This design comes from an exercise in tuning for small area on the open sky130 flow, not from production work.
Where RTL was checked, it was by simulation tests only, not by an equivalence proof against the original.
The RTL of runs 4 and 5 was laid out without a check of its function.
Power and IR drop assume default switching activity.

<file path="config.mk">
export PLATFORM = sky130hd
export DESIGN_NAME = iot_filter_engine
export DESIGN_NICKNAME = iot_filter_engine
export VERILOG_FILES = /design/flow/design.v
export SDC_FILE = /design/flow/constraint.sdc
export NUM_CORES = 4
export LEC_CHECK = 0
export CAP_MARGIN = 20
export CORE_MARGIN = 2
export CORE_UTILIZATION = 60
export SLEW_MARGIN = 20
</file>
<file path="constraint.sdc">
create_clock -name core_clock -period 9.0 [get_ports {clk}]
set_input_delay 1.8000 -clock core_clock [delete_from_list [all_inputs] [get_ports {clk}]]
set_output_delay 1.8000 -clock core_clock [all_outputs]
set_load 0.01 [all_outputs]
</file>
<file path="design.v">
module iot_filter_engine #(
    parameter int DATA_W  = 128,
    parameter int IN_W    = 8,
    parameter int GROUP_N = 8,
    parameter int FRAME_N = 96
) (
    input  logic                clk,
    input  logic                rst,
    input  logic                in_en,
    input  logic [IN_W-1:0]     iot_in,
    input  logic [2:0]          fn_sel,
    input  logic [DATA_W-1:0]   thr_lo,
    input  logic [DATA_W-1:0]   thr_hi,
    output logic                busy,
    output logic                valid,
    output logic [DATA_W-1:0]   iot_out,
    output logic                frame_done
);
    localparam int BEATS = DATA_W / IN_W;
    localparam int BW    = (BEATS > 1) ? $clog2(BEATS) : 1;
    localparam int LG    = $clog2(GROUP_N);
    localparam int WW    = $clog2(FRAME_N);
    localparam int AW    = DATA_W + LG;
    localparam logic [2:0] M_PASS    = 3'b000;
    localparam logic [2:0] M_MAX     = 3'b001;
    localparam logic [2:0] M_MIN     = 3'b010;
    localparam logic [2:0] M_AVG     = 3'b011;
    localparam logic [2:0] M_EXTRACT = 3'b100;
    localparam logic [2:0] M_EXCLUDE = 3'b101;
    localparam logic [2:0] M_PMAX    = 3'b110;
    localparam logic [2:0] M_PMIN    = 3'b111;
    logic [BW-1:0]     beat_q;
    logic [WW-1:0]     wcnt_q;       
    logic              word_vld_q;   
    logic              busy_q, valid_q, fdone_q;
    logic [DATA_W-1:0] out_q;
    logic [DATA_W-1:0] sr_q;
    logic [2:0]        mode_q;
    logic [AW-1:0]     a_q;
    logic [DATA_W-1:0] b_q;
    logic              have_q;       
    logic              flag_q;       
    logic              agt_q, alt_q;  
    logic              bgt_q, blt_q;  
    localparam int K  = 8;
    localparam int NB = (AW + K - 1) / K;
    function automatic logic [AW-1:0] add(input logic [AW-1:0] x, input logic [AW-1:0] y);
        logic [AW-1:0] s0, s;
        logic          c, pre, cb;
        cb = 1'b0;
        for (int b = 0; b < NB; b++) begin
            c   = 1'b0;
            pre = 1'b1;
            for (int i = b * K; i < (b + 1) * K && i < AW; i++) begin
                s0[i] = x[i] ^ y[i] ^ c;
                c     = (x[i] & y[i]) | (c & (x[i] ^ y[i]));
            end
            for (int i = b * K; i < (b + 1) * K && i < AW; i++) begin
                s[i] = s0[i] ^ (cb & pre);
                pre  = pre & s0[i];
            end
            cb = c | (pre & cb);
        end
        add = s;
    endfunction
    logic              accept, start, wlast;
    logic              pos0, grp_last, frm_last;
    logic              is_max, is_ext, is_avg, is_peak, is_rng;
    logic              take, ga, gs;
    logic [AW-1:0]     ya, sum;
    logic [IN_W-1:0]   ext_top, ta, tb;
    logic [BW-1:0]     lane;
    logic              hit, flag_d, emit;
    logic              a_first, b_first;
    assign accept   = in_en && !busy_q;
    assign start    = accept && (beat_q == '0) && (wcnt_q == '0);
    assign wlast    = accept && (beat_q == BW'(BEATS - 1));
    assign pos0     = (wcnt_q[LG-1:0] == LG'(1));
    assign grp_last = (wcnt_q[LG-1:0] == '0);
    assign frm_last = (wcnt_q == '0);
    assign is_max  = (mode_q == M_MAX) || (mode_q == M_PMAX);
    assign is_ext  = (mode_q == M_MAX) || (mode_q == M_MIN) || is_peak;
    assign is_avg  = (mode_q == M_AVG);
    assign is_peak = mode_q[2] && mode_q[1];
    assign is_rng  = mode_q[2] && !mode_q[1];
    assign take = pos0 || (is_max ? !alt_q : alt_q);
    assign ga   = is_ext ? !take : (is_avg && !pos0);
    assign gs   = is_ext ? take : 1'b1;
    assign ya   = is_avg ? AW'(sr_q) : ({sr_q, LG'(0)} & {AW{gs}});
    assign sum  = add(a_q & {AW{ga}}, ya);
    assign hit    = mode_q[0] ? blt_q : bgt_q;
    assign flag_d = (flag_q && !pos0) || hit;
    always_comb begin
        case (mode_q)
            M_PASS:               emit = 1'b1;
            M_EXTRACT:            emit = !alt_q && !bgt_q;
            M_EXCLUDE:            emit = alt_q || bgt_q;
            M_PMAX, M_PMIN:       emit = grp_last && (!have_q || flag_d);
            default:              emit = grp_last;
        endcase
    end
    assign lane    = ~beat_q;
    assign ext_top = take ? sr_q[DATA_W-1 -: IN_W] : a_q[AW-1 -: IN_W];
    always_comb begin
        if (start)                           ta = thr_lo[DATA_W-1 -: IN_W];
        else if (word_vld_q && is_ext)       ta = ext_top;
        else                                 ta = a_q[LG + IN_W * lane +: IN_W];
        if (start)                           tb = thr_hi[DATA_W-1 -: IN_W];
        else if (word_vld_q && is_peak && emit) tb = ext_top;
        else                                 tb = b_q[IN_W * lane +: IN_W];
    end
    assign a_first = (beat_q == '0) || (!agt_q && !alt_q);
    assign b_first = (beat_q == '0) || (!bgt_q && !blt_q);
    always_ff @(posedge clk or negedge rst) begin
        if (!rst) begin
            beat_q     <= '0;
            wcnt_q     <= '0;
            word_vld_q <= 1'b0;
            busy_q     <= 1'b0;
            valid_q    <= 1'b0;
            fdone_q    <= 1'b0;
            out_q      <= '0;
        end else begin
            word_vld_q <= wlast;
            valid_q    <= word_vld_q && emit;
            fdone_q    <= word_vld_q && frm_last;
            if (fdone_q) busy_q <= 1'b0;
            if (accept) begin
                beat_q <= beat_q + 1'b1;
                if (wlast) begin
                    if (wcnt_q == WW'(FRAME_N - 1)) begin
                        wcnt_q <= '0;
                        busy_q <= 1'b1;
                    end else begin
                        wcnt_q <= wcnt_q + 1'b1;
                    end
                end
            end
            if (word_vld_q && emit) out_q <= sum[AW-1:LG];
        end
    end
    always_ff @(posedge clk) begin
        if (accept) begin
            sr_q <= {sr_q[DATA_W-IN_W-1:0], iot_in};
            if (a_first) begin
                agt_q <= iot_in > ta;
                alt_q <= iot_in < ta;
            end
            if (b_first) begin
                bgt_q <= iot_in > tb;
                blt_q <= iot_in < tb;
            end
        end
        if (start) begin
            mode_q <= fn_sel;
            a_q    <= {thr_lo, LG'(0)};
            b_q    <= thr_hi;
            have_q <= 1'b0;
        end else if (word_vld_q) begin
            if (is_ext || is_avg) a_q <= sum;
            if (is_peak) begin
                flag_q <= flag_d;
                if (emit) begin
                    b_q    <= sum[AW-1:LG];
                    have_q <= 1'b1;
                end
            end
        end
    end
    assign busy       = busy_q;
    assign valid      = valid_q;
    assign iot_out    = out_q;
    assign frame_done = fdone_q;
endmodule
</file>
<file path="run.sh">
#!/bin/bash
# synth_recipe.tcl (not shown) runs the flow's synth.tcl, then flattens the netlist and writes it again
# the make line also repeats each setting of config.mk as NAME=value (left out here)
make -C /OpenROAD-flow-scripts/flow DESIGN_CONFIG=/design/flow/config.mk WORK_HOME=/design/flow/orfs CLKGATE_MAP_FILE= SYNTH_SCRIPT=/design/flow/synth_recipe.tcl finish
</file>
==> flow_metrics.env, run 1 <==
export IMPL_grt_overflow_total=0
export IMPL_wl_mm=96.8
export IMPL_num_fill_cells=3311
export IMPL_path_delay_family="adder cells"
export IMPL_ios=401
export IMPL_final_period_utilization=0.959
export IMPL_maxCapViolCount=0
export IMPL_grt_pass1_vias=22500
export IMPL_setup_ws_ns=0.367
export IMPL_final_cell_area_um2=36300
export IMPL_drt_pass1_iterations=6
export IMPL_grt_max_degree=95
export IMPL_syn_area_per_cell_um2=11.8
export IMPL_internal_power_w=0.00419
export IMPL_post_place_ws_ns=0.208
export IMPL_relSlewSlack=0.248
export IMPL_crit_arrival_ns=8.99
export IMPL_hpwl_mm=70.9
export IMPL_timing_clock_skew_ns=0.0192
export IMPL_synth_seq_area_share=0.520
export IMPL_p_comb_frac=0.040
export IMPL_layout_commonest_cell="nand2_1"
export IMPL_seq_power_share=0.500
export IMPL_leakage_nw=13.3
export IMPL_yosys_warnings=1
export IMPL_ys_ff_latch=539
export IMPL_slowest_delay_ns=0.55
export IMPL_synth_flop_cell="edfxtp_1"
export IMPL_numPortBuffers=400
export IMPL_vias=23000
export IMPL_crit_fanout=11
export IMPL_htree_levels=2
export IMPL_crit_buf_inv=3
export IMPL_fin_nets=3298
export IMPL_dp_cells=3464
export IMPL_cp_end_kind="register"
export IMPL_tightestPinTransition_ns=1.12
export IMPL_hold_viol=0
export IMPL_p_per_area_nw_per_um2=146
export IMPL_drtIter0Drc=3026
export IMPL_start_util=0.607
export IMPL_grt_pass1_wl_mm=141
export IMPL_switchingPower_w=0.00110
export IMPL_route_detailed_drc=0
export IMPL_crit_path_start_kind="register"
export IMPL_synth_edf_count=392
export IMPL_outcome="timing/DRC/antenna clean"
export IMPL_worstSkewPairLatency_ns=0.63
export IMPL_core_area_um2=48800
export IMPL_fmax_ghz=0.116
export IMPL_ant_nets=0
export IMPL_grt_use_total=0.377
export IMPL_clock_sinks=539
export IMPL_hp_class="register to register"
export IMPL_cts_tree="built"
export IMPL_finish_utilization=0.742
export IMPL_wl_per_cell_um=27.1
export IMPL_clk_pin_slew_ns=0.07
export IMPL_required_ns=9.35
export IMPL_syn_num_nets=2953
export IMPL_layout_drive_gt1_share=0.0963
export IMPL_crit_path_frequent_cell="fa_1"
export IMPL_netlist_area_um2=29700
export IMPL_synth_cell_types=75
export IMPL_dieArea_um2=51200
export IMPL_root_buffer="clkbuf_16"
export IMPL_die_w_um=226
export IMPL_worstSetupPathType="register to register"
export IMPL_swShare=0.207
export IMPL_rsz0062_at_grt="yes"
export IMPL_clk_path_buf_depth=3
export IMPL_crit_slowest_cell="a311oi_2"
export IMPL_setup_violations=0
export IMPL_syn_inst=2516
export IMPL_dpl_instance_area_um2=34300
export IMPL_hold_buffers=0
export IMPL_final_cell_mix="431 x nand2_1, 399 x clkdlybuf4s50_1, 392 x edfxtp_1, 221 x o21ai_0, 140 x dfrtp_1"
export IMPL_die_h_um=226
export IMPL_tritoncts_num_buffers=56
export IMPL_fin_crit_ns=8.63
export IMPL_synth_async_reset_ratio=0.265
export IMPL_antenna_found_initial=3
export IMPL_viasPerCell=6.44
export IMPL_peakVddDrop_mv=0.166
export IMPL_rows=81
export IMPL_area_delta_synth_final_pct=22.3
export IMPL_fin_cells=3575
export IMPL_power_frac_clock=0.460
export IMPL_timing_final_max_slew_violations=0
export IMPL_gp_congestion=0.959
## layout make-up
type	instances	area (um2)	share of cell area
inverter	42	163	0.00448
clock buffer	74	1560	0.0431
timing repair buffer	437	4320	0.119
clock inverter	32	345	0.00952
antenna	2	5.00	0.000138
multi-input combinational	1785	13600	0.375
tap	664	831	0.0229
sequential	539	15400	0.426
## registers in the layout, indices dropped and copies added (netlist names)
signal      cells
a_q           131
b_q           128
out_q         128
sr_q          128
wcnt_q          7
beat_q          4
mode_q          3
agt_q           1
alt_q           1
bgt_q           1
blt_q           1
busy_q          1
fdone_q         1
flag_q          1
have_q          1
valid_q         1
word_vld_q      1
## synthesized netlist by cell type, drive strengths merged, types with 3 or more instances
cell,instances,share of area
a31o,6,0.0018
xnor2,66,0.019
a22o,109,0.032
and2,119,0.025
xor2,44,0.013
nor3b,3,0.00076
nor2,133,0.017
and3,7,0.0015
fa,113,0.076
nand4,33,0.0074
or2,4,0.00084
dfxtp,4,0.0027
edfxtp,392,0.40
a21o,5,0.0013
nand3,50,0.0084
o21a,12,0.0030
o21ai,238,0.041
mux4,80,0.061
nand2b,11,0.0023
mux2i,9,0.0030
nor3,9,0.0017
ha,54,0.023
mux2,26,0.0099
a21oi,100,0.017
nand4b,7,0.0026
nand2,435,0.055
nor2b,8,0.0017
a21boi,3,0.00089
clkbuf,124,0.016
buf,28,0.0044
a31oi,4,0.00084
a22oi,18,0.0046
inv,40,0.0051
dfrtp,143,0.12
or3,6,0.0013
nor4,10,0.0030
o31ai,31,0.0088
a211oi,4,0.0010
## worst register-to-register path: stages (launching register included)
cell and delay [ns]:
edfxtp_1 0.53, and3b_1 0.28, nor3_1 0.30, o21ai_4 0.20, maj3_4 0.50, buf_4 0.22
a22o_1 0.19, ha_1 0.22, fa_1 0.45, fa_1 0.46, fa_1 0.47, fa_1 0.47
fa_1 0.46, fa_1 0.42, inv_1 0.09, fa_1 0.42, nand2b_1 0.20, nor3_1 0.27
nand4_1 0.27, a311oi_2 0.55, nor3_2 0.18, o31ai_4 0.50, a21oi_2 0.13, inv_1 0.10
ha_1 0.18, xnor2_1 0.17, o31ai_1 0.11
## repair_timing
action / in CTS / in global routing
setup buffers: 0 / 1
resized for setup: 0 / 4
endpoints found under the setup margin: 0 / 63
## power by group through the flow
stage	combinational [W]	sequential, W	clock [W]
final	0.000211	0.00265	0.00243
after global routing	0.000221	0.00265	0.00251
after CTS	0.000210	0.00265	0.00243
after detailed placement	0.000208	0.00270	0
after global placement	0.000207	0.00270	0
after floorplan	0.0000496	0.00269	0
## final timing paths
path,start,endpoint,slack (ns),cells after the start
setup / recovery,mode_q[2]$_DFFE_PP_,a_q[129]$_DFFE_PP_,0.37,26
hold / removal,a_q[0]$_SDFFE_PP0P_,a_q[0]$_SDFFE_PP0P_,0.46,2
setup reg to reg,mode_q[2]$_DFFE_PP_,a_q[129]$_DFFE_PP_,0.37,26
hold reg to reg,a_q[0]$_SDFFE_PP0P_,a_q[0]$_SDFFE_PP0P_,0.46,2
max in group asynchronous,rst,beat_q[0]$_DFFE_PN0P_,6.61,2
min in group asynchronous,rst,out_q[108]$_DFFE_PN0P_,1.05,1
## layer usage
metal | global-route usage | part of all wire | vias to the layer above
met5 | 0 | 0 | -
met4 | 0.150 | 0.042 | 0
met3 | 0.0898 | 0.11 | 219
met2 | 0.582 | 0.46 | 1468
met1 | 0.522 | 0.39 | 11500
li1 | - | - | 9819
## stage by stage
step                hold WS, ns  power (W)  setup TNS, ns
finish                    0.457    0.00529              0
global route              0.476    0.00538        -0.0494
CTS                       0.452    0.00528              0
detailed placement        0.444    0.00291              0
global placement          0.437    0.00290              0
floorplan                 0.427    0.00274              0
## cells by family (layout without fill, tap and decap cells)
| family | after synthesis | count (layout) | share of synthesized area |
|---|---|---|---|
| AOI/OAI and AO/OA | 548 | 548 | 0.118 |
| xor gates and xnor gates | 110 | 110 | 0.0325 |
| adders and majority gates | 168 | 170 | 0.0994 |
| buffers and inverters | 194 | 585 | 0.0254 |
| DFF | 539 | 539 | 0.520 |
| muxes | 115 | 115 | 0.0736 |
| other | 0 | 2 | 0 |
| and+or+nand+nor | 842 | 842 | 0.131 |
==> run 2, diff against run 1 <==
--- a/config.mk
+++ b/config.mk
@@ -7,5 +7,5 @@
 export LEC_CHECK = 0
 export CAP_MARGIN = 20
 export CORE_MARGIN = 2
-export CORE_UTILIZATION = 60
+export CORE_UTILIZATION = 40
 export SLEW_MARGIN = 20
==> flow_metrics.env, run 2 <==
export IMPL_worstSkewPairLatency_ns=0.63
export IMPL_crit_buf_inv=1
export IMPL_timing_final_max_slew_violations=0
export IMPL_drt_pass1_iterations=6
export IMPL_grt_pass1_wl_mm=152
export IMPL_timing_clock_skew_ns=0.0159
export IMPL_synth_flop_cell="edfxtp_1"
export IMPL_r2r_slack_ns=0.38
export IMPL_num_antenna_cells=0
export IMPL_vias=22400
export IMPL_ys_ff_latch=539
export IMPL_grt_pass1_vias=22700
export IMPL_syn_num_nets=2953
export IMPL_gp_congestion=0.955
export IMPL_clk_pin_slew_ns=0.06
export IMPL_synthTopCellsByArea="edfxtp_1 40%, dfrtp_1 12%, fa_1 7.6%"
export IMPL_multi_input_area_um2=13600
export IMPL_wl_mm=104
export IMPL_numPortBuffers=400
export IMPL_tightestPinTransition_ns=0.988
export IMPL_antenna_found_initial=2
export IMPL_r2r_cells=25
export IMPL_tns_ns=0
export IMPL_root_buffer="clkbuf_16"
export IMPL_maxCapViolCount=0
export IMPL_grt_max_degree=135
export IMPL_synth_top_area_frac=0.397
export IMPL_crit_end="b_q[86]$_DFFE_PP_"
export IMPL_area_delta_synth_final_pct=24.2
export IMPL_hpwl_mm=77.8
export IMPL_start_util=0.405
export IMPL_dpl_instance_area_um2=34800
export IMPL_htree_levels=2
export IMPL_hold_viol=0
export IMPL_fin_cells=3881
export IMPL_final_cell_area_um2=36800
export IMPL_core_area_um2=73200
export IMPL_synth_async_reset_ratio=0.265
export IMPL_synth_area_leader_cell="edfxtp_1"
export IMPL_p_per_area_nw_per_um2=145
export IMPL_synth_edf_count=392
export IMPL_crit_path_start_kind="register"
export IMPL_dieArea_um2=76400
export IMPL_slowest_delay_ns=0.54
export IMPL_timing_rr_end="b_q[86]$_DFFE_PP_"
export IMPL_fin_nets=3310
export IMPL_finalPower_w=0.00536
export IMPL_outcome="timing/DRC/antenna clean"
export IMPL_grt_overflow_total=0
export IMPL_crit_start="mode_q[1]$_DFFE_PP_"
export IMPL_viasPerCell=5.78
export IMPL_layout_drive_gt1_share=0.103
export IMPL_wl_per_cell_um=26.8
export IMPL_largest_register="a_q"
export IMPL_reg2reg_from="mode_q[1]$_DFFE_PP_"
export IMPL_fin_crit_ns=8.62
export IMPL_worstSetupPathType="register to register"
export IMPL_num_fill_cells=6410
export IMPL_layout_commonest_cell="nand2_1"
export IMPL_ios=401
export IMPL_worst_path_stages=25
export IMPL_largest_reg_flops=131
export IMPL_final_cell_mix="431 x nand2_1, 399 x clkdlybuf4s50_1, 392 x edfxtp_1, 221 x o21ai_0, 141 x dfrtp_1"
export IMPL_ant_nets=0
export IMPL_cp_end_kind="register"
export IMPL_final_period_utilization=0.958
export IMPL_drtIter0Drc=2395
export IMPL_path_delay_family="adder cells"
export IMPL_required_ns=9.33
export IMPL_peakVddDrop_mv=0.130
export IMPL_die_w_um=276
export IMPL_cts_tree="built"
export IMPL_netlist_area_um2=29700
export IMPL_regArea_um2=15400
export IMPL_yosys_warnings=1
export IMPL_clk_path_buf_depth=3
export IMPL_ys_top_cells_by_count="435 x nand2_1, 392 x edfxtp_1, 221 x o21ai_0"
export IMPL_setup_violations=0
export IMPL_dp_cells=3767
export IMPL_rows=99
export IMPL_yosysMostFrequentCell="nand2_1"
export IMPL_crit_slowest_cell="edfxtp_1"
export IMPL_clock_sinks=539
export IMPL_leakage_nw=13.4
export IMPL_grt_use_total=0.268
export IMPL_crit_fanout=11
export IMPL_synth_seq_area_share=0.520
export IMPL_crit_path_frequent_cell="fa_1"
export IMPL_die_h_um=276
export IMPL_fmax_ghz=0.116
export IMPL_synth_cell_types=75
export IMPL_hp_class="register to register"
export IMPL_relSlewSlack=0.342
export IMPL_syn_area_per_cell_um2=11.8
export IMPL_route_detailed_drc=0
export IMPL_crit_arrival_ns=8.95
export IMPL_syn_inst=2516
export IMPL_tritoncts_num_buffers=60
run 2: through the flow:
| stage | setup WS (ns) | hold slack [ns] | util |
|---|---|---|---|
| floorplan | 0.961 | 0.427 | - |
| global placement | 0.449 | 0.441 | 0.475 |
| detailed placement | 0.254 | 0.450 | 0.475 |
| CTS | 0.263 | 0.457 | 0.502 |
| global route | -0.0251 | 0.471 | 0.503 |
| finish | 0.381 | 0.454 | 0.503 |
run 2: how the worst min path moves through the flow:
stage | startpoint | endpoint | depth (start not counted)
finish | a_q[0]$_SDFFE_PP0P_ | a_q[0]$_SDFFE_PP0P_ | 2
global route | a_q[0]$_SDFFE_PP0P_ | a_q[0]$_SDFFE_PP0P_ | 2
CTS | a_q[0]$_SDFFE_PP0P_ | a_q[0]$_SDFFE_PP0P_ | 2
detailed placement | a_q[0]$_SDFFE_PP0P_ | a_q[0]$_SDFFE_PP0P_ | 2
global placement | a_q[0]$_SDFFE_PP0P_ | a_q[0]$_SDFFE_PP0P_ | 2
floorplan | have_q$_SDFFE_PP0P_ | have_q$_SDFFE_PP0P_ | 2
run 2: final cells by class:
class / instances / share of cell area
multi-input cells: 1785 / 0.370
flip-flops and latches: 539 / 0.419
well taps: 959 / 0.0326
clock buffers: 90 / 0.0499
repair buffers: 445 / 0.120
clock inverters: 21 / 0.00418
inverters: 42 / 0.00442
run 2: what timing repair did:
| item | 4_1_cts | 5_1_grt |
|---|---|---|
| resized for setup | 0 | 8 |
| buffers inserted | 0 | 1 |
| hold buffers | 0 | 0 |
| setup endpoints to repair | 0 | 18 |
| endpoints found under the hold margin | 0 | 0 |
run 2: worst min-delay path, delay by kind of cell, from the launching register on:
kind            cells  cell delay (ns)
simple gates        1             0.05
compound gates      1             0.05
flops               1             0.31
run 2: kinds of logic after synthesis:
family | after synthesis | synth area share
AND/OR/NAND/NOR | 842 | 0.131
AO/OA/AOI/OAI | 548 | 0.118
flip-flops | 539 | 0.520
buffers and inverters | 194 | 0.0254
adder cells (fa/ha/maj) | 168 | 0.0994
multiplexers | 115 | 0.0736
XOR/XNOR | 110 | 0.0325
run 2: power breakdown:
part           leakage [nW]  switching, W  internal, W
sequential             5.37    0.00000484      0.00264
clock                 0.982       0.00105      0.00144
combinational          7.08     0.0000851     0.000135
run 2: metal layers:
metal	global-route usage	wire length, um	up-vias
met1	0.377	44100	11400
met3	0.0420	7810	162
li1	-	-	9846
met2	0.421	48100	1021
met5	0	13	-
met4	0.0949	3990	2
==> run 3, diff against run 2 <==
==> flow/run.sh (new file) <==
#!/bin/bash
set -euo pipefail
export BUFFER_PORTS_ARGS="-buffer_cell sky130_fd_sc_hd__buf_1"
bash standard.sh > standard_flow.log 2>&1
==> standard.sh (new file) <==
#!/bin/bash
# synth_recipe.tcl (not shown) runs the flow's synth.tcl, then flattens the netlist and writes it again
# the make line also repeats each setting of config.mk as NAME=value (left out here)
make -C /OpenROAD-flow-scripts/flow DESIGN_CONFIG=/design/flow/config.mk WORK_HOME=/design/flow/orfs CLKGATE_MAP_FILE= SYNTH_SCRIPT=/design/flow/synth_recipe.tcl "${@:-finish}"
removed: run.sh
==> flow_metrics.env, run 3 <==
export IMPL_outcome="timing/DRC/antenna clean"
export IMPL_wl_mm=101
export IMPL_crit_fanout=29
export IMPL_fmax_ghz=0.117
export IMPL_die_h_um=276
export IMPL_finish_utilization=0.470
export IMPL_numPortBuffers=400
export IMPL_leakage_nw=12.4
export IMPL_fin_nets=3311
export IMPL_dieArea_um2=76400
export IMPL_maxCapViolCount=0
export IMPL_peakVddDrop_mv=0.139
export IMPL_crit_path_start_kind="register"
export IMPL_crit_path_frequent_cell="fa_1"
export IMPL_synth_edf_count=392
export IMPL_synth_async_reset_ratio=0.265
export IMPL_fin_crit_ns=8.57
export IMPL_synth_top_area_frac=0.397
export IMPL_timing_clock_skew_ns=0.0251
export IMPL_largest_reg_flops=131
export IMPL_rsz0062_at_grt="no"
export IMPL_yosys_area_share_simple=0.131
export IMPL_crit_slowest_cell="a311oi_2"
export IMPL_grt_overflow_total=0
export IMPL_htree_levels=2
export IMPL_antenna_found_initial=5
export IMPL_dpl_instance_area_um2=32200
export IMPL_synth_xor_area_share=0.0325
export IMPL_grt_use_total=0.262
export IMPL_largest_register="a_q"
export IMPL_worstSetupPathType="register to register"
export IMPL_core_area_um2=73200
export IMPL_setup_violations=0
export IMPL_syn_inst=2516
export IMPL_grt_pass1_wl_mm=150
export IMPL_synthTopCellsByArea="edfxtp_1 40%, dfrtp_1 12%, fa_1 7.6%"
export IMPL_path_delay_family="adder cells"
export IMPL_synth_area_leader_cell="edfxtp_1"
export IMPL_synthAdderAreaFrac=0.0994
export IMPL_area_delta_synth_final_pct=15.9
export IMPL_p_per_area_nw_per_um2=156
export IMPL_final_cell_area_um2=34400
export IMPL_synth_top_family_by_area="simple AND/OR/NAND/NOR gates"
export IMPL_cp_end_kind="register"
export IMPL_clock_sinks=539
export IMPL_worstSkewPairLatency_ns=0.63
export IMPL_layout_drive_gt1_share=0.104
export IMPL_die_w_um=276
export IMPL_ios=401
export IMPL_route_detailed_drc=0
export IMPL_grt_max_degree=94
export IMPL_tns_ns=0
export IMPL_final_period_utilization=0.952
export IMPL_num_antenna_cells=0
export IMPL_clk_pin_slew_ns=0.07
export IMPL_wl_per_cell_um=26.0
export IMPL_synth_cell_types=75
export IMPL_yosysMostFrequentCell="nand2_1"
export IMPL_synth_compound_area_share=0.118
export IMPL_tritoncts_num_buffers=58
export IMPL_root_buffer="clkbuf_16"
export IMPL_hp_class="register to register"
export IMPL_gp_congestion=0.955
export IMPL_vias=22200
export IMPL_tightestPinTransition_ns=1.02
export IMPL_timing_final_max_slew_violations=0
export IMPL_crit_buf_inv=3
export IMPL_syn_area_per_cell_um2=11.8
export IMPL_slowest_delay_ns=0.61
export IMPL_clk_path_buf_depth=3
export IMPL_post_place_ws_ns=0.203
export IMPL_viasPerCell=5.72
export IMPL_hold_viol=0
export IMPL_crit_arrival_ns=8.91
export IMPL_hpwl_mm=76.0
export IMPL_synth_seq_area_share=0.520
export IMPL_ys_top_cells_by_count="435 x nand2_1, 392 x edfxtp_1, 221 x o21ai_0"
export IMPL_synth_flop_cell="edfxtp_1"
export IMPL_ys_ff_latch=539
export IMPL_required_ns=9.34
export IMPL_setup_ws_ns=0.428
export IMPL_yosys_warnings=1
export IMPL_layout_commonest_cell="nand2_1"
export IMPL_ant_nets=0
export IMPL_drt_pass1_iterations=6
export IMPL_muxShareOfSynthArea=0.0736
export IMPL_drtIter0Drc=2339
export IMPL_netlist_area_um2=29700
export IMPL_syn_num_nets=2953
export IMPL_rows=99
export IMPL_cts_tree="built"
export IMPL_start_util=0.405
export IMPL_relSlewSlack=0.320
export IMPL_final_cell_mix="431 x nand2_1, 399 x buf_1, 392 x edfxtp_1, 221 x o21ai_0, 141 x dfrtp_1"
export IMPL_grt_pass1_vias=22200
## run 3: cell families after synthesis
family,Yosys count
buf+inv,194
simple gates,842
mux,115
flops,539
fa+ha+maj,168
xor+xnor,110
compound gates,548
## run 3: routing by layer
layer,up-vias,global-route usage,share of wire
li1,9833,-,-
met1,11200,0.368,0.42
met2,1018,0.424,0.48
met3,132,0.0483,0.078
met4,4,0.0586,0.024
met5,-,0,0.00024
## run 3: final cells by class
type	count	area (um2)
clock buffer	81	1700
timing repair buffer	448	1920
inverter	42	163
fill	6699	38800
clock inverter	28	337
multi-input combinational	1785	13600
tap	959	1200
sequential	539	15400
## run 3: worst min-delay path: cells and delay by family, from the launching register on
family / cells / cell delay [ns]
compound gates: 1 / 0.05
buf+inv: 1 / 0.05
flops: 1 / 0.30
## run 3: final timing paths
kind	from	endpoint	slack [ns]	cells after the start
min in group asynchronous	rst	out_q[93]$_DFFE_PN0P_	1.14	1
setup / recovery	mode_q[2]$_DFFE_PP_	b_q[126]$_DFFE_PP_	0.43	26
setup reg to reg	mode_q[2]$_DFFE_PP_	b_q[126]$_DFFE_PP_	0.43	26
hold / removal	have_q$_SDFFE_PP0P_	have_q$_SDFFE_PP0P_	0.46	2
max in group asynchronous	rst	beat_q[0]$_DFFE_PN0P_	6.52	2
hold reg to reg	have_q$_SDFFE_PP0P_	have_q$_SDFFE_PP0P_	0.46	2
## run 3: power by group
group	switching, W	internal, W
registers	0.00000470	0.00264
logic	0.0000830	0.0000592
clock network	0.00105	0.00152
total	0.00114	0.00422
## run 3: metrics by stage
stage / std cells / hold WS, ns / power (W)
global route: 3882 / 0.472 / 0.00549
detailed placement: 3767 / 0.447 / 0.00284
CTS: 3876 / 0.460 / 0.00539
floorplan: 2516 / 0.427 / 0.00274
finish: 3882 / 0.458 / 0.00535
global placement: 3767 / 0.440 / 0.00284
## run 3: what timing repair did
item	CTS	global route
endpoints found under the setup margin	0	27
gates resized for setup	0	7
hold buffers	0	0
buffers inserted	0	4
endpoints found under the hold margin	0	0
==> run 4, diff against run 3 <==
--- a/design.v
+++ b/design.v
@@ -37,7 +37,7 @@
     logic [DATA_W-1:0] sr_q;
     logic [2:0]        mode_q;
     logic [AW-1:0]     a_q;
-    logic [DATA_W-1:0] b_q;
+    logic [DATA_W-1:0] b_q;          
     logic              have_q;       
     logic              flag_q;       
     logic              agt_q, alt_q;  
@@ -84,9 +84,10 @@
     assign is_peak = mode_q[2] && mode_q[1];
     assign is_rng  = mode_q[2] && !mode_q[1];
     assign take = pos0 || (is_max ? !alt_q : alt_q);
-    assign ga   = is_ext ? !take : (is_avg && !pos0);
+    assign ga   = word_vld_q && (is_ext ? !take : (is_avg && !pos0));
     assign gs   = is_ext ? take : 1'b1;
-    assign ya   = is_avg ? AW'(sr_q) : ({sr_q, LG'(0)} & {AW{gs}});
+    assign ya   = !word_vld_q ? {thr_lo, LG'(0)} :
+                  is_avg      ? AW'(sr_q) : ({sr_q, LG'(0)} & {AW{gs}});
     assign sum  = add(a_q & {AW{ga}}, ya);
     assign hit    = mode_q[0] ? blt_q : bgt_q;
     assign flag_d = (flag_q && !pos0) || hit;
@@ -107,6 +108,7 @@
         else                                 ta = a_q[LG + IN_W * lane +: IN_W];
         if (start)                           tb = thr_hi[DATA_W-1 -: IN_W];
         else if (word_vld_q && is_peak && emit) tb = ext_top;
+        else if (is_peak)                    tb = out_q[IN_W * lane +: IN_W];
         else                                 tb = b_q[IN_W * lane +: IN_W];
     end
     assign a_first = (beat_q == '0) || (!agt_q && !alt_q);
@@ -153,17 +155,14 @@
         end
         if (start) begin
             mode_q <= fn_sel;
-            a_q    <= {thr_lo, LG'(0)};
+            a_q    <= sum;
             b_q    <= thr_hi;
             have_q <= 1'b0;
         end else if (word_vld_q) begin
             if (is_ext || is_avg) a_q <= sum;
             if (is_peak) begin
                 flag_q <= flag_d;
-                if (emit) begin
-                    b_q    <= sum[AW-1:LG];
-                    have_q <= 1'b1;
-                end
+                if (emit) have_q <= 1'b1;
             end
         end
     end
--- a/config.mk
+++ b/config.mk
@@ -8,4 +8,6 @@
 export CAP_MARGIN = 20
 export CORE_MARGIN = 2
 export CORE_UTILIZATION = 40
+export CTS_BUF_LIST = sky130_fd_sc_hd__clkbuf_4
+export CTS_CLUSTER_SIZE = 20
 export SLEW_MARGIN = 20
==> flow_metrics.env, run 4 <==
export IMPL_fin_cells=3841
export IMPL_yosys_area_share_simple=0.106
export IMPL_slowest_delay_ns=0.48
export IMPL_crit_fanout=59
export IMPL_fmax_ghz=0.116
export IMPL_hold_buffers=0
export IMPL_die_h_um=275
export IMPL_timing_clock_skew_ns=0.0569
export IMPL_syn_area_per_cell_um2=12.9
export IMPL_crit_path_start_kind="register"
export IMPL_met3_length_mm=11.0
export IMPL_hp_start="fdone_q$_DFF_PN0_"
export IMPL_crit_path_frequent_cell="fa_1"
export IMPL_min_path_cells=1
export IMPL_antenna_found_initial=6
export IMPL_numPortBuffers=400
export IMPL_yosys_warnings=1
export IMPL_htree_levels=4
export IMPL_ys_ff_latch=539
export IMPL_grt_use_total=0.281
export IMPL_area_delta_synth_final_pct=16.7
export IMPL_clk_path_buf_depth=3
export IMPL_cp_end_kind="register"
export IMPL_hold_path_end="busy_q$_DFF_PN0_"
export IMPL_ant_nets=0
export IMPL_yosysMostFrequentCell="edfxtp_1"
export IMPL_hold_viol=0
export IMPL_ys_top_cells_by_count="395 x edfxtp_1, 221 x nand2_1, 215 x nor2_1"
export IMPL_ios=401
export IMPL_timing_final_max_slew_violations=0
export IMPL_synth_flop_cell="edfxtp_1"
export IMPL_largest_reg_flops=131
export IMPL_start_util=0.403
export IMPL_fin_nets=3196
export IMPL_clock_sinks=539
export IMPL_outcome="timing/DRC/antenna clean"
export IMPL_grt_overflow_total=0
export IMPL_crit_arrival_ns=9.47
export IMPL_p_per_area_nw_per_um2=162
export IMPL_gp_congestion=0.962
export IMPL_maxCapViolCount=0
export IMPL_r2r_cells=31
export IMPL_top_layer="met5"
export IMPL_largest_register="a_q"
export IMPL_rows=99
export IMPL_met2_length_mm=46.4
export IMPL_synth_async_reset_ratio=0.265
export IMPL_finalPower_w=0.00555
export IMPL_die_w_um=275
export IMPL_synth_top_area_frac=0.404
export IMPL_worstSetupPathType="register to register"
export IMPL_synthAdderAreaFrac=0.100
export IMPL_timing_rr_end="out_q[126]$_DFFE_PN0P_"
export IMPL_setup_ws_ns=0.396
export IMPL_route_detailed_drc=0
export IMPL_final_cell_mix="399 x buf_1, 395 x edfxtp_1, 238 x clkbuf_4, 218 x nand2_1, 214 x nor2_1"
export IMPL_muxShareOfSynthArea=0.128
export IMPL_drtIter0Drc=2684
export IMPL_leakage_nw=12.8
export IMPL_layout_drive_gt1_share=0.188
export IMPL_grt_max_degree=117
export IMPL_grt_pass1_wl_mm=149
export IMPL_syn_inst=2276
export IMPL_synthTopCellsByArea="edfxtp_1 40%, dfrtp_1 12%, mux4_2 9.2%"
export IMPL_netlist_area_um2=29400
export IMPL_setup_violations=0
export IMPL_synth_edf_count=395
export IMPL_vias=21800
export IMPL_dp_cells=3563
export IMPL_grt_pass1_vias=21400
export IMPL_m1WireLength_mm=46.1
export IMPL_r2r_slack_ns=0.40
export IMPL_clk_pin_slew_ns=0.06
export IMPL_viasPerCell=5.67
export IMPL_hpwl_mm=81.4
export IMPL_worstSkewPairLatency_ns=1.02
export IMPL_synth_cell_types=67
export IMPL_drt_pass1_iterations=6
export IMPL_crit_slowest_cell="fa_1"
export IMPL_dieArea_um2=75600
export IMPL_synth_area_leader_cell="edfxtp_1"
export IMPL_synth_compound_area_share=0.0794
export IMPL_synth_top_family_by_area="multiplexers"
export IMPL_syn_num_nets=2713
export IMPL_final_period_utilization=0.956
export IMPL_hp_class="register to register"
export IMPL_peakVddDrop_mv=0.106
export IMPL_synth_xor_area_share=0.0331
export IMPL_reg2reg_from="mode_q[0]$_DFFE_PP_"
export IMPL_layout_commonest_cell="buf_1"
export IMPL_post_place_ws_ns=0.147
export IMPL_cts_tree="built"
export IMPL_relSlewSlack=0.274
export IMPL_tritoncts_num_buffers=151
export IMPL_tightestPinTransition_ns=1.09
export IMPL_wl_mm=107
export IMPL_fin_crit_ns=8.60
export IMPL_required_ns=9.87
export IMPL_num_fill_cells=6744
export IMPL_whs_ns=0.448
export IMPL_core_area_um2=72800
export IMPL_wl_per_cell_um=27.8
export IMPL_root_buffer="clkbuf_4"
export IMPL_synth_seq_area_share=0.527
-- run 4: stage by stage --
step / setup TNS [ns] / cell area [um2] / utilization
floorplan: 0 / 29400 / -
global placement: 0 / 32100 / 0.441
detailed placement: 0 / 32100 / 0.441
CTS: 0 / 34200 / 0.470
global route: -0.0489 / 34300 / 0.470
finish: 0 / 34300 / 0.470
-- run 4: repair_timing --
item / 4_1_cts / 5_1_grt
buffers inserted: 0 / 2
endpoints found under the setup margin: 0 / 89
resized for setup: 0 / 8
-- run 4: metal layers --
| metal | GRT usage | vias up |
|---|---|---|
| met5 | 0 | - |
| met4 | 0.104 | 2 |
| met3 | 0.0685 | 165 |
| met2 | 0.399 | 1199 |
| met1 | 0.418 | 11000 |
| li1 | - | 9352 |
-- run 4: cells by family (layout without fill, tap and decap cells) --
kind of cell,count (synthesis),count (layout)
AND/OR/NAND/NOR,672,672
flip-flops,539,539
AO/OA/AOI/OAI,365,365
multiplexers,215,215
buffers and inverters,206,811
adder cells (fa/ha/maj),168,168
XOR/XNOR,111,111
other,0,1
-- run 4: worst max path at each step --
stage                        startpoint                endpoint  slack (ns)  depth (start not counted)
floorplan           mode_q[0]$_DFFE_PP_   out_q[94]$_DFFE_PN0P_        0.09                         33
global route        mode_q[0]$_DFFE_PP_   out_q[94]$_DFFE_PN0P_       -0.03                         31
CTS                 mode_q[0]$_DFFE_PP_  out_q[124]$_DFFE_PN0P_        0.23                         29
detailed placement           thr_lo[21]   out_q[94]$_DFFE_PN0P_        0.15                         24
finish              mode_q[0]$_DFFE_PP_  out_q[126]$_DFFE_PN0P_        0.40                         31
global placement             thr_lo[21]   out_q[94]$_DFFE_PN0P_        0.18                         24
-- run 4: worst max-delay path, delay by kind of cell (launching register included) --
family,cells,cell delay [ns]
xor+xnor,1,0.09
buf+inv,4,0.47
simple gates,6,1.68
fa+ha+maj,9,3.46
flops,1,0.47
compound gates,10,2.00
mux,1,0.26
-- run 4: layout make-up --
type / count / area [um2] / area share
Sequential cell: 539 / 15500 / 0.452
Timing Repair Buffer: 457 / 1960 / 0.0573
Clock inverter: 38 / 337 / 0.00982
Tap cell: 959 / 1200 / 0.0350
Clock buffer: 237 / 1780 / 0.0519
Multi-Input combinational cell: 1531 / 13200 / 0.385
Inverter: 79 / 304 / 0.00888
Antenna cell: 1 / 2.50 / 0.0000730
-- run 4: report_power, final --
part | switching [W] | internal, W | total (W)
Clock | 0.00114 | 0.00137 | 0.00251
Combinational | 0.000229 | 0.000130 | 0.000359
Sequential | 0.0000162 | 0.00267 | 0.00268
Total | 0.00138 | 0.00417 | 0.00555
==> run 5, diff against run 4 <==
==> flow/run.sh (replaced) <==
#!/bin/bash
set -euo pipefail
export BUFFER_PORTS_ARGS="-buffer_cell sky130_fd_sc_hd__buf_1"
export CTS_ARGS="-sink_clustering_enable -repair_clock_nets -dont_use_dummy_load -buf_list sky130_fd_sc_hd__clkbuf_4 -sink_clustering_size 20"
bash standard.sh > standard_flow.log 2>&1
--- a/config.mk
+++ b/config.mk
@@ -8,6 +8,4 @@
 export CAP_MARGIN = 20
 export CORE_MARGIN = 2
 export CORE_UTILIZATION = 40
-export CTS_BUF_LIST = sky130_fd_sc_hd__clkbuf_4
-export CTS_CLUSTER_SIZE = 20
 export SLEW_MARGIN = 20
==> flow_metrics.env, run 5 <==
export IMPL_p_per_area_nw_per_um2=144
export IMPL_fmax_ghz=0.116
export IMPL_yosysMostFrequentCell="edfxtp_1"
export IMPL_htree_levels=4
export IMPL_maxCapViolCount=0
export IMPL_gp_congestion=0.962
export IMPL_syn_inst=2276
export IMPL_worstSkewPairLatency_ns=1.00
export IMPL_netlist_area_um2=29400
export IMPL_crit_path_start_kind="register"
export IMPL_layout_drive_gt1_share=0.160
export IMPL_wl_per_cell_um=28.5
export IMPL_hold_viol=0
export IMPL_fin_nets=3196
export IMPL_synth_async_reset_ratio=0.265
export IMPL_outcome="timing/DRC/antenna clean"
export IMPL_synth_top_area_frac=0.404
export IMPL_setup_ws_ns=0.409
export IMPL_rows=99
export IMPL_area_delta_synth_final_pct=13.3
export IMPL_ant_nets=0
export IMPL_final_cell_area_um2=33300
export IMPL_p_comb_frac=0.075
export IMPL_layout_commonest_cell="buf_1"
export IMPL_largest_reg_flops=131
export IMPL_die_w_um=275
export IMPL_final_cell_mix="399 x buf_1, 395 x edfxtp_1, 218 x nand2_1, 214 x nor2_1, 152 x clkbuf_4"
export IMPL_swShare=0.255
export IMPL_synth_edf_count=395
export IMPL_slowest_delay_ns=0.49
export IMPL_finalPower_w=0.00478
export IMPL_hpwl_mm=81.4
export IMPL_cp_end_kind="register"
export IMPL_post_place_ws_ns=0.147
export IMPL_wl_mm=106
export IMPL_path_delay_family="adder cells"
export IMPL_route_detailed_drc=0
export IMPL_tightestPinTransition_ns=1.12
export IMPL_clk_path_buf_depth=3
export IMPL_clk_pin_slew_ns=0.06
export IMPL_viasPerCell=5.77
export IMPL_fin_crit_ns=8.59
export IMPL_clock_sinks=539
export IMPL_synth_flop_cell="edfxtp_1"
export IMPL_crit_fanout=59
export IMPL_ios=401
export IMPL_relSlewSlack=0.245
export IMPL_ys_ff_latch=539
export IMPL_setup_violations=0
export IMPL_numPortBuffers=400
export IMPL_largest_register="a_q"
export IMPL_switchingPower_w=0.00122
export IMPL_timing_clock_skew_ns=0.0894
export IMPL_crit_buf_inv=4
export IMPL_antenna_found_initial=7
export IMPL_final_period_utilization=0.955
export IMPL_grt_max_degree=117
export IMPL_synth_area_leader_cell="edfxtp_1"
export IMPL_cts_tree="built"
export IMPL_start_util=0.403
export IMPL_drtIter0Drc=2679
export IMPL_grt_pass1_vias=21100
export IMPL_syn_area_per_cell_um2=12.9
export IMPL_crit_slowest_cell="fa_1"
export IMPL_dpl_instance_area_um2=32100
export IMPL_grt_overflow_total=0
export IMPL_power_frac_clock=0.362
export IMPL_seq_power_share=0.562
export IMPL_drt_pass1_iterations=6
export IMPL_root_buffer="clkbuf_4"
export IMPL_internal_power_w=0.00356
export IMPL_dieArea_um2=75600
export IMPL_ys_top_cells_by_count="395 x edfxtp_1, 221 x nand2_1, 215 x nor2_1"
export IMPL_timing_final_max_slew_violations=0
export IMPL_tritoncts_num_buffers=151
export IMPL_crit_path_frequent_cell="fa_1"
export IMPL_synth_seq_area_share=0.527
export IMPL_hp_class="register to register"
export IMPL_syn_num_nets=2713
export IMPL_peakVddDrop_mv=0.0980
export IMPL_required_ns=9.81
export IMPL_leakage_nw=12.3
export IMPL_core_area_um2=72800
export IMPL_vias=21500
export IMPL_die_h_um=275
export IMPL_worstSetupPathType="register to register"
export IMPL_synth_cell_types=67
export IMPL_grt_use_total=0.280
export IMPL_grt_pass1_wl_mm=149
export IMPL_yosys_warnings=1
export IMPL_synthTopCellsByArea="edfxtp_1 40%, dfrtp_1 12%, mux4_2 9.2%"
export IMPL_crit_arrival_ns=9.41
[run 5: per-layer routing]
| layer | share of wire | up-vias | GRT usage |
|---|---|---|---|
| li1 | - | 9234 | - |
| met4 | 0.029 | 2 | 0.0962 |
| met5 | 0.00015 | - | 0 |
| met2 | 0.44 | 1148 | 0.399 |
| met1 | 0.43 | 10900 | 0.413 |
| met3 | 0.10 | 157 | 0.0745 |
[run 5: area by class of cell]
cell class / instances / area (um2)
Antenna cell: 2 / 5.00
Clock buffer: 151 / 1130
Fill cell: 6783 / 39600
Inverter: 79 / 304
Multi-Input combinational cell: 1531 / 13200
Sequential cell: 539 / 15500
Tap cell: 959 / 1200
Timing Repair Buffer: 457 / 1960
[run 5: final timing paths]
kind | start | to | slack (ns) | cells after the start
max in group asynchronous | rst | word_vld_q$_DFF_PN0_ | 6.75 | 2
setup reg to reg | mode_q[0]$_DFFE_PP_ | out_q[126]$_DFFE_PN0P_ | 0.41 | 31
hold reg to reg | fdone_q$_DFF_PN0_ | busy_q$_DFF_PN0_ | 0.45 | 1
min in group asynchronous | rst | out_q[17]$_DFFE_PN0P_ | 0.80 | 1
setup / recovery | mode_q[0]$_DFFE_PP_ | out_q[126]$_DFFE_PN0P_ | 0.41 | 31
hold / removal | fdone_q$_DFF_PN0_ | busy_q$_DFF_PN0_ | 0.45 | 1
[run 5: kinds of logic after synthesis]
family / count (synthesis) / share of synthesized area
compound gates: 365 / 0.0794
simple gates: 672 / 0.106
xor+xnor: 111 / 0.0331
flops: 539 / 0.527
buf+inv: 206 / 0.0263
mux: 215 / 0.128
fa+ha+maj: 168 / 0.100
[run 5: stage by stage]
stage | hold WS, ns | TNS (ns) | instances | util
6_report | 0.448 | 0 | 3718 | 0.457
5_1_grt | 0.474 | -0.0204 | 3717 | 0.457
4_1_cts | 0.457 | 0 | 3714 | 0.456
3_5_place_dp | 0.448 | 0 | 3563 | 0.441
3_3_place_gp | 0.441 | 0 | 3563 | 0.441
2_1_floorplan | 0.427 | 0 | 2276 | -
[run 5: power by group through the flow]
stage | logic, W | registers (W) | clock network (W)
after detailed placement | 0.000352 | 0.00273 | 0
final | 0.000360 | 0.00268 | 0.00173
after floorplan | 0.000168 | 0.00273 | 0
after CTS | 0.000355 | 0.00269 | 0.00177
after global routing | 0.000384 | 0.00268 | 0.00187
after global placement | 0.000350 | 0.00273 | 0
[run 5: repair_timing]
action / in CTS / in global routing
setup buffers: 0 / 2
gates resized for setup: 0 / 7
hold buffers: 0 / 0
endpoints found under the setup margin: 0 / 87
==> run 6, diff against run 5 <==
--- a/design.v
+++ b/design.v
@@ -83,13 +83,13 @@
     assign is_avg  = (mode_q == M_AVG);
     assign is_peak = mode_q[2] && mode_q[1];
     assign is_rng  = mode_q[2] && !mode_q[1];
-    assign take = pos0 || (is_max ? !alt_q : alt_q);
+    assign take = (pos0 && !(is_peak && have_q)) || (is_max ? !alt_q : alt_q);
     assign ga   = word_vld_q && (is_ext ? !take : (is_avg && !pos0));
     assign gs   = is_ext ? take : 1'b1;
     assign ya   = !word_vld_q ? {thr_lo, LG'(0)} :
                   is_avg      ? AW'(sr_q) : ({sr_q, LG'(0)} & {AW{gs}});
     assign sum  = add(a_q & {AW{ga}}, ya);
-    assign hit    = mode_q[0] ? blt_q : bgt_q;
+    assign hit    = mode_q[0] ? alt_q : agt_q;
     assign flag_d = (flag_q && !pos0) || hit;
     always_comb begin
         case (mode_q)
@@ -107,8 +107,6 @@
         else if (word_vld_q && is_ext)       ta = ext_top;
         else                                 ta = a_q[LG + IN_W * lane +: IN_W];
         if (start)                           tb = thr_hi[DATA_W-1 -: IN_W];
-        else if (word_vld_q && is_peak && emit) tb = ext_top;
-        else if (is_peak)                    tb = out_q[IN_W * lane +: IN_W];
         else                                 tb = b_q[IN_W * lane +: IN_W];
     end
     assign a_first = (beat_q == '0) || (!agt_q && !alt_q);
==> flow/run.sh (replaced) <==
#!/bin/bash
set -euo pipefail
export BUFFER_PORTS_ARGS="-buffer_cell sky130_fd_sc_hd__buf_1"
export CTS_ARGS="-sink_clustering_enable -repair_clock_nets -dont_use_dummy_load -buf_list sky130_fd_sc_hd__clkbuf_16 -sink_clustering_size 30 -sink_clustering_max_diameter 100"
bash standard.sh > standard_flow.log 2>&1
==> flow_metrics.env, run 6 <==
export IMPL_outcome="timing/DRC/antenna clean"
export IMPL_muxShareOfSynthArea=0.0946
export IMPL_layout_commonest_cell="buf_1"
export IMPL_timing_clock_skew_ns=0.0734
export IMPL_yosys_warnings=1
export IMPL_leakage_nw=11.6
export IMPL_ant_nets=0
export IMPL_peakVddDrop_mv=0.136
export IMPL_netlist_area_um2=28700
export IMPL_p_per_area_nw_per_um2=134
export IMPL_final_period_utilization=0.955
export IMPL_tritoncts_num_buffers=27
export IMPL_die_w_um=272
export IMPL_synth_area_leader_cell="edfxtp_1"
export IMPL_root_buffer="clkbuf_16"
export IMPL_yosys_area_share_simple=0.113
export IMPL_synthTopCellsByArea="edfxtp_1 41%, dfrtp_1 12%, fa_1 7.9%"
export IMPL_slowest_delay_ns=0.48
export IMPL_relSlewSlack=0.324
export IMPL_grt_pass1_wl_mm=129
export IMPL_fmax_ghz=0.116
export IMPL_fin_nets=3051
export IMPL_htree_levels=1
export IMPL_post_place_ws_ns=0.264
export IMPL_vias=20000
export IMPL_timing_final_max_slew_violations=0
export IMPL_cts_tree="built"
export IMPL_hpwl_mm=65.7
export IMPL_die_h_um=272
export IMPL_final_cell_mix="399 x buf_1, 395 x edfxtp_1, 233 x nand2_1, 188 x nor2_1, 140 x dfrtp_1"
export IMPL_largest_reg_flops=131
export IMPL_clk_path_buf_depth=3
export IMPL_crit_fanout=36
export IMPL_numPortBuffers=400
export IMPL_synth_async_reset_ratio=0.265
export IMPL_antenna_found_initial=5
export IMPL_drt_pass1_iterations=5
export IMPL_clock_sinks=539
export IMPL_synth_flop_cell="edfxtp_1"
export IMPL_gp_congestion=0.912
export IMPL_grt_pass1_vias=20200
export IMPL_hold_buffers=0
export IMPL_syn_num_nets=2697
export IMPL_wl_mm=87.0
export IMPL_crit_slowest_cell="fa_1"
export IMPL_grt_use_total=0.231
export IMPL_hold_viol=0
export IMPL_dieArea_um2=74000
export IMPL_core_area_um2=71400
export IMPL_hp_class="register to register"
export IMPL_tns_ns=0
export IMPL_ys_top_cells_by_count="395 x edfxtp_1, 234 x nand2_1, 188 x nor2_1"
export IMPL_setup_violations=0
export IMPL_synth_cell_types=74
export IMPL_crit_path_frequent_cell="fa_1"
export IMPL_crit_path_start_kind="register"
export IMPL_wl_per_cell_um=24.4
export IMPL_maxCapViolCount=0
export IMPL_required_ns=9.50
export IMPL_crit_arrival_ns=9.10
export IMPL_area_delta_synth_final_pct=11.8
export IMPL_worstSetupPathType="register to register"
export IMPL_final_cell_area_um2=32100
export IMPL_largest_register="a_q"
export IMPL_synth_edf_count=395
export IMPL_setup_ws_ns=0.404
export IMPL_fin_crit_ns=8.60
export IMPL_viasPerCell=5.61
export IMPL_clk_pin_slew_ns=0.12
export IMPL_dpl_instance_area_um2=31400
export IMPL_syn_inst=2260
export IMPL_synth_seq_area_share=0.538
export IMPL_start_util=0.403
export IMPL_grt_overflow_total=0
export IMPL_synthAdderAreaFrac=0.102
export IMPL_layout_drive_gt1_share=0.0999
export IMPL_synth_xor_area_share=0.0340
export IMPL_synth_top_area_frac=0.413
export IMPL_ys_ff_latch=539
export IMPL_ios=401
export IMPL_synth_compound_area_share=0.0910
export IMPL_rsz0062_at_grt="no"
export IMPL_yosysMostFrequentCell="edfxtp_1"
export IMPL_synth_top_family_by_area="simple AND/OR/NAND/NOR gates"
export IMPL_worstSkewPairLatency_ns=0.63
export IMPL_tightestPinTransition_ns=1.01
export IMPL_syn_area_per_cell_um2=12.7
export IMPL_rows=98
export IMPL_cp_end_kind="register"
export IMPL_grt_max_degree=93
export IMPL_drtIter0Drc=1854
export IMPL_post_cts_setup_buffers=0
export IMPL_route_detailed_drc=0
export IMPL_ctsResizeCount=0
[run 6: cell types whose count changed after synthesis, sizes merged, moves of 6 or more]
cell / before / now
mux4: 120 / 80
o21ai: 72 / 65
nand3b: 2 / 10
nand2: 221 / 234
nand3: 26 / 37
clkbuf: 106 / 97
o211ai: 1 / 8
nor2: 215 / 188
xor2: 39 / 33
a211oi: 8 / 16
a211o: 0 / 6
mux2: 80 / 68
[run 6: path summary, 6_finish.rpt]
kind | from | end | slack, ns | cells past startpoint
worst min register to register | fdone_q$_DFF_PN0_ | busy_q$_DFF_PN0_ | 0.47 | 1
worst max register to register | wcnt_q[1]$_DFFE_PN0P_ | out_q[102]$_DFFE_PN0P_ | 0.40 | 35
max in group asynchronous | rst | beat_q[0]$_DFFE_PN0P_ | 6.56 | 2
min in group asynchronous | rst | out_q[84]$_DFFE_PN0P_ | 1.06 | 1
worst max-delay path | wcnt_q[1]$_DFFE_PN0P_ | out_q[102]$_DFFE_PN0P_ | 0.40 | 35
worst min-delay path | fdone_q$_DFF_PN0_ | busy_q$_DFF_PN0_ | 0.47 | 1
[run 6: cells by family (layout without fill, tap and decap cells)]
group                      after synthesis  in the layout
AOI/OAI and AO/OA                      392            392
xor gates and xnor gates               109            109
adders and majority gates              167            167
buffers and inverters                  204            556
DFF                                    539            539
muxes                                  163            163
other                                    0              4
and+or+nand+nor                        686            686
[run 6: final cells by class]
type / count / area (um2)
multi-input combinational: 1517 / 12600
sequential: 539 / 15500
inverter: 81 / 307
timing repair buffer: 448 / 1910
fill: 6679 / 39200
antenna: 4 / 10.0
tap: 950 / 1190
clock buffer: 27 / 676
[run 6: metal layers]
layer / GRT usage / vias to the layer above / routed length [um] / part of all wire
li1: - / 8913 / - / -
met1: 0.317 / 10300 / 36600 / 0.42
met2: 0.396 / 697 / 43600 / 0.50
met3: 0.0271 / 93 / 4990 / 0.057
met4: 0.0544 / 0 / 1910 / 0.022
met5: 0 / - / 0 / 0
[run 6: report_power, final]
group	switching, W	total, W	internal, W
sequential	0.0000106	0.00267	0.00266
combinational	0.000182	0.000307	0.000124
clock	0.000793	0.00133	0.000535
total	0.000986	0.00431	0.00332
[run 6: critical path: cells and delay by family (launching register included)]
family	cells	cell delay, ns
xor+xnor	1	0.10
fa+ha+maj	10	3.38
buf+inv	8	1.09
compound gates	7	1.65
mux	1	0.27
simple gates	8	1.52
flops	1	0.42
[run 6: through the flow]
stage / util / instances / hold WS, ns / total power (W)
finish: 0.450 / 3566 / 0.465 / 0.00431
global route: 0.450 / 3566 / 0.501 / 0.00446
CTS: 0.450 / 3562 / 0.474 / 0.00434
detailed placement: 0.440 / 3535 / 0.455 / 0.00303
global placement: 0.440 / 3535 / 0.439 / 0.00303
floorplan: - / 2260 / 0.443 / 0.00289
==> run 7, diff against run 6 <==
==> flow/run.sh (replaced) <==
#!/bin/bash
set -euo pipefail
export BUFFER_PORTS_ARGS="-buffer_cell sky130_fd_sc_hd__buf_1"
export CTS_ARGS="-sink_clustering_enable -repair_clock_nets -dont_use_dummy_load -buf_list sky130_fd_sc_hd__clkbuf_8 -sink_clustering_size 16 -sink_clustering_max_diameter 80"
bash standard.sh > standard_flow.log 2>&1
==> flow_metrics.env, run 7 <==
export IMPL_outcome="timing/DRC/antenna clean"
export IMPL_wl_mm=87.7
export IMPL_slowest_delay_ns=0.57
export IMPL_synthTopCellsByArea="edfxtp_1 41%, dfrtp_1 12%, fa_1 7.9%"
export IMPL_ios=401
export IMPL_fin_crit_ns=8.55
export IMPL_p_per_area_nw_per_um2=131
export IMPL_grt_pass1_vias=20300
export IMPL_htree_levels=2
export IMPL_fin_cells=3581
export IMPL_crit_arrival_ns=9.06
export IMPL_grt_max_degree=93
export IMPL_synth_area_leader_cell="edfxtp_1"
export IMPL_synth_cell_types=74
export IMPL_yosysMostFrequentCell="edfxtp_1"
export IMPL_tns_ns=0
export IMPL_hold_viol=0
export IMPL_worstSetupPathType="register to register"
export IMPL_hp_class="register to register"
export IMPL_area_delta_synth_final_pct=11.4
export IMPL_synth_flop_cell="edfxtp_1"
export IMPL_numPortBuffers=400
export IMPL_ant_nets=0
export IMPL_crit_path_frequent_cell="fa_1"
export IMPL_tightestPinTransition_ns=1.02
export IMPL_dieArea_um2=74000
export IMPL_worstSkewPairLatency_ns=0.69
export IMPL_netlist_area_um2=28700
export IMPL_synth_top_area_frac=0.413
export IMPL_syn_num_nets=2697
export IMPL_synth_edf_count=395
export IMPL_timing_final_max_slew_violations=0
export IMPL_hpwl_mm=65.7
export IMPL_ctsResizeCount=0
export IMPL_die_h_um=272
export IMPL_num_fill_cells=6683
export IMPL_crit_slowest_cell="or4_4"
export IMPL_antenna_found_initial=6
export IMPL_die_w_um=272
export IMPL_fin_nets=3065
export IMPL_gp_congestion=0.912
export IMPL_required_ns=9.51
export IMPL_viasPerCell=5.64
export IMPL_post_cts_setup_buffers=0
export IMPL_clock_sinks=539
export IMPL_cts_tree="built"
export IMPL_vias=20200
export IMPL_final_period_utilization=0.950
export IMPL_clk_path_buf_depth=3
export IMPL_crit_path_start_kind="register"
export IMPL_ys_top_cells_by_count="395 x edfxtp_1, 234 x nand2_1, 188 x nor2_1"
export IMPL_layout_drive_gt1_share=0.105
export IMPL_whs_ns=0.445
export IMPL_tritoncts_num_buffers=41
export IMPL_wl_per_cell_um=24.5
export IMPL_grt_pass1_wl_mm=130
export IMPL_setup_violations=0
export IMPL_final_cell_mix="399 x buf_1, 395 x edfxtp_1, 233 x nand2_1, 188 x nor2_1, 140 x dfrtp_1"
export IMPL_drtIter0Drc=1942
export IMPL_largest_reg_flops=131
export IMPL_timing_clock_skew_ns=0.0918
export IMPL_hold_buffers=0
export IMPL_leakage_nw=11.6
export IMPL_grt_overflow_total=0
export IMPL_route_detailed_drc=0
export IMPL_largest_register="a_q"
export IMPL_core_area_um2=71400
export IMPL_drt_pass1_iterations=6
export IMPL_clk_pin_slew_ns=0.11
export IMPL_cp_end_kind="register"
export IMPL_root_buffer="clkbuf_8"
export IMPL_syn_inst=2260
export IMPL_start_util=0.403
export IMPL_relSlewSlack=0.322
export IMPL_grt_use_total=0.234
export IMPL_fmax_ghz=0.117
export IMPL_rsz0062_at_grt="no"
export IMPL_dp_cells=3535
export IMPL_layout_commonest_cell="buf_1"
export IMPL_synth_async_reset_ratio=0.265
export IMPL_syn_area_per_cell_um2=12.7
export IMPL_ys_ff_latch=539
export IMPL_maxCapViolCount=0
export IMPL_rows=98
export IMPL_yosys_warnings=1
export IMPL_crit_fanout=8
export IMPL_peakVddDrop_mv=0.0911
export IMPL_synth_seq_area_share=0.538
## run 7: changes by cell type in the layout (fill, tap and decap cells not counted), sizes merged
cell    previous run  this run
clkbuf            28        42
diode              4         5
## run 7: final timing paths
| check | from | to | slack, ns | cells past startpoint |
|---|---|---|---|---|
| max | mode_q[2]$_DFFE_PP_ | out_q[118]$_DFFE_PN0P_ | 0.45 | 28 |
| max reg2reg | mode_q[2]$_DFFE_PP_ | out_q[118]$_DFFE_PN0P_ | 0.45 | 28 |
| min | sr_q[38]$_DFFE_PP_ | sr_q[46]$_DFFE_PP_ | 0.45 | 0 |
| max in group asynchronous | rst | word_vld_q$_DFF_PN0_ | 6.59 | 2 |
| min reg2reg | sr_q[38]$_DFFE_PP_ | sr_q[46]$_DFFE_PP_ | 0.45 | 0 |
| min in group asynchronous | rst | out_q[70]$_DFFE_PN0P_ | 1.03 | 1 |
## run 7: final cells by class
type | count | area [um2] | area share
Multi-Input combinational cell | 1517 | 12600 | 0.392
Antenna cell | 5 | 12.5 | 0.000391
Clock buffer | 41 | 564 | 0.0176
Tap cell | 950 | 1190 | 0.0371
Timing Repair Buffer | 448 | 1910 | 0.0597
Sequential cell | 539 | 15500 | 0.483
Inverter | 81 | 307 | 0.00957
## run 7: layer usage
| metal | vias to the layer above | track usage | share of wire |
|---|---|---|---|
| li1 | 8924 | - | - |
| met5 | - | 0 | 0 |
| met4 | 0 | 0.0580 | 0.024 |
| met3 | 119 | 0.0336 | 0.062 |
| met2 | 774 | 0.398 | 0.50 |
| met1 | 10400 | 0.316 | 0.41 |
## run 7: kinds of logic after synthesis
family | after synthesis | synth area share
and+or+nand+nor | 686 | 0.113
xor gates and xnor gates | 109 | 0.0340
AOI/OAI and AO/OA | 392 | 0.0910
buffers and inverters | 204 | 0.0269
adders and majority gates | 167 | 0.102
muxes | 163 | 0.0946
DFF | 539 | 0.538
## run 7: metrics by stage
step | instance area [um2] | total power, W | worst slack, ns | util
after floorplan | 28800 | 0.00289 | 0.924 | -
after global placement | 31400 | 0.00303 | 0.417 | 0.440
after detailed placement | 31400 | 0.00303 | 0.264 | 0.440
after CTS | 32000 | 0.00424 | 0.310 | 0.448
after global routing | 32000 | 0.00436 | 0.0843 | 0.449
final | 32000 | 0.00419 | 0.446 | 0.449
## run 7: critical path: cells and delay by family (launching register included)
family | cells | cell delay (ns)
adders and majority gates | 9 | 3.39
AOI/OAI and AO/OA | 8 | 2.45
and+or+nand+nor | 6 | 1.29
DFF | 1 | 0.53
xor gates and xnor gates | 2 | 0.32
muxes | 1 | 0.26
buffers and inverters | 2 | 0.14
## run 7: where the power goes
| group | switching [W] | internal (W) | leakage (nW) |
|---|---|---|---|
| Clock | 0.000801 | 0.000410 | 0.295 |
| Sequential | 0.0000108 | 0.00266 | 5.28 |
| Combinational | 0.000183 | 0.000124 | 5.97 |

-- separate check: timing with driven ports --
In the flow no input, the clock included, has a driving cell. The finished layouts below were timed again as built, in two steps.
Step 1 (the two cells are an assumption about what drives the block):
set clk [get_ports {clk}]
set_driving_cell -lib_cell sky130_fd_sc_hd__clkbuf_16 $clk
set_driving_cell -lib_cell sky130_fd_sc_hd__buf_2 [delete_from_list [all_inputs] $clk]
Step 2 also shifts input and output timing later by t, the mid clock arrival at the registers, as if the neighbouring blocks saw the same clock.
Slacks: ideal / step 1 / step 2; pairs: ideal / step 1.
run | t (ns) | slack for setup (ns) | clock arrival spread, ns | worst data-port slew with drivers (ns) | cell pins on the clock port's net
run 1 | 0.682 | 0.367 / 0.367 / 0.367 | 0.019 / 0.019 | 0.06 | 1
run 2 | 0.689 | 0.381 / 0.381 / 0.381 | 0.016 / 0.016 | 0.06 | 1
run 3 | 0.682 | 0.428 / 0.428 / 0.428 | 0.025 / 0.025 | 0.07 | 1
run 4 | 1.050 | 0.396 / 0.396 / 0.197 | 0.056 / 0.057 | 0.07 | 1
run 5 | 1.015 | 0.409 / 0.409 / 0.167 | 0.089 / 0.090 | 0.06 | 1
run 6 | 0.662 | 0.404 / 0.404 / 0.304 | 0.075 / 0.075 | 0.12 | 1
run 7 | 0.704 | 0.446 / 0.447 / 0.332 | 0.094 / 0.094 | 0.11 | 1
After both steps every run listed still meets setup and hold. The setup slack of run 5, which loses most, moves by 0.000 ns with the drivers and by -0.242 ns with both steps.
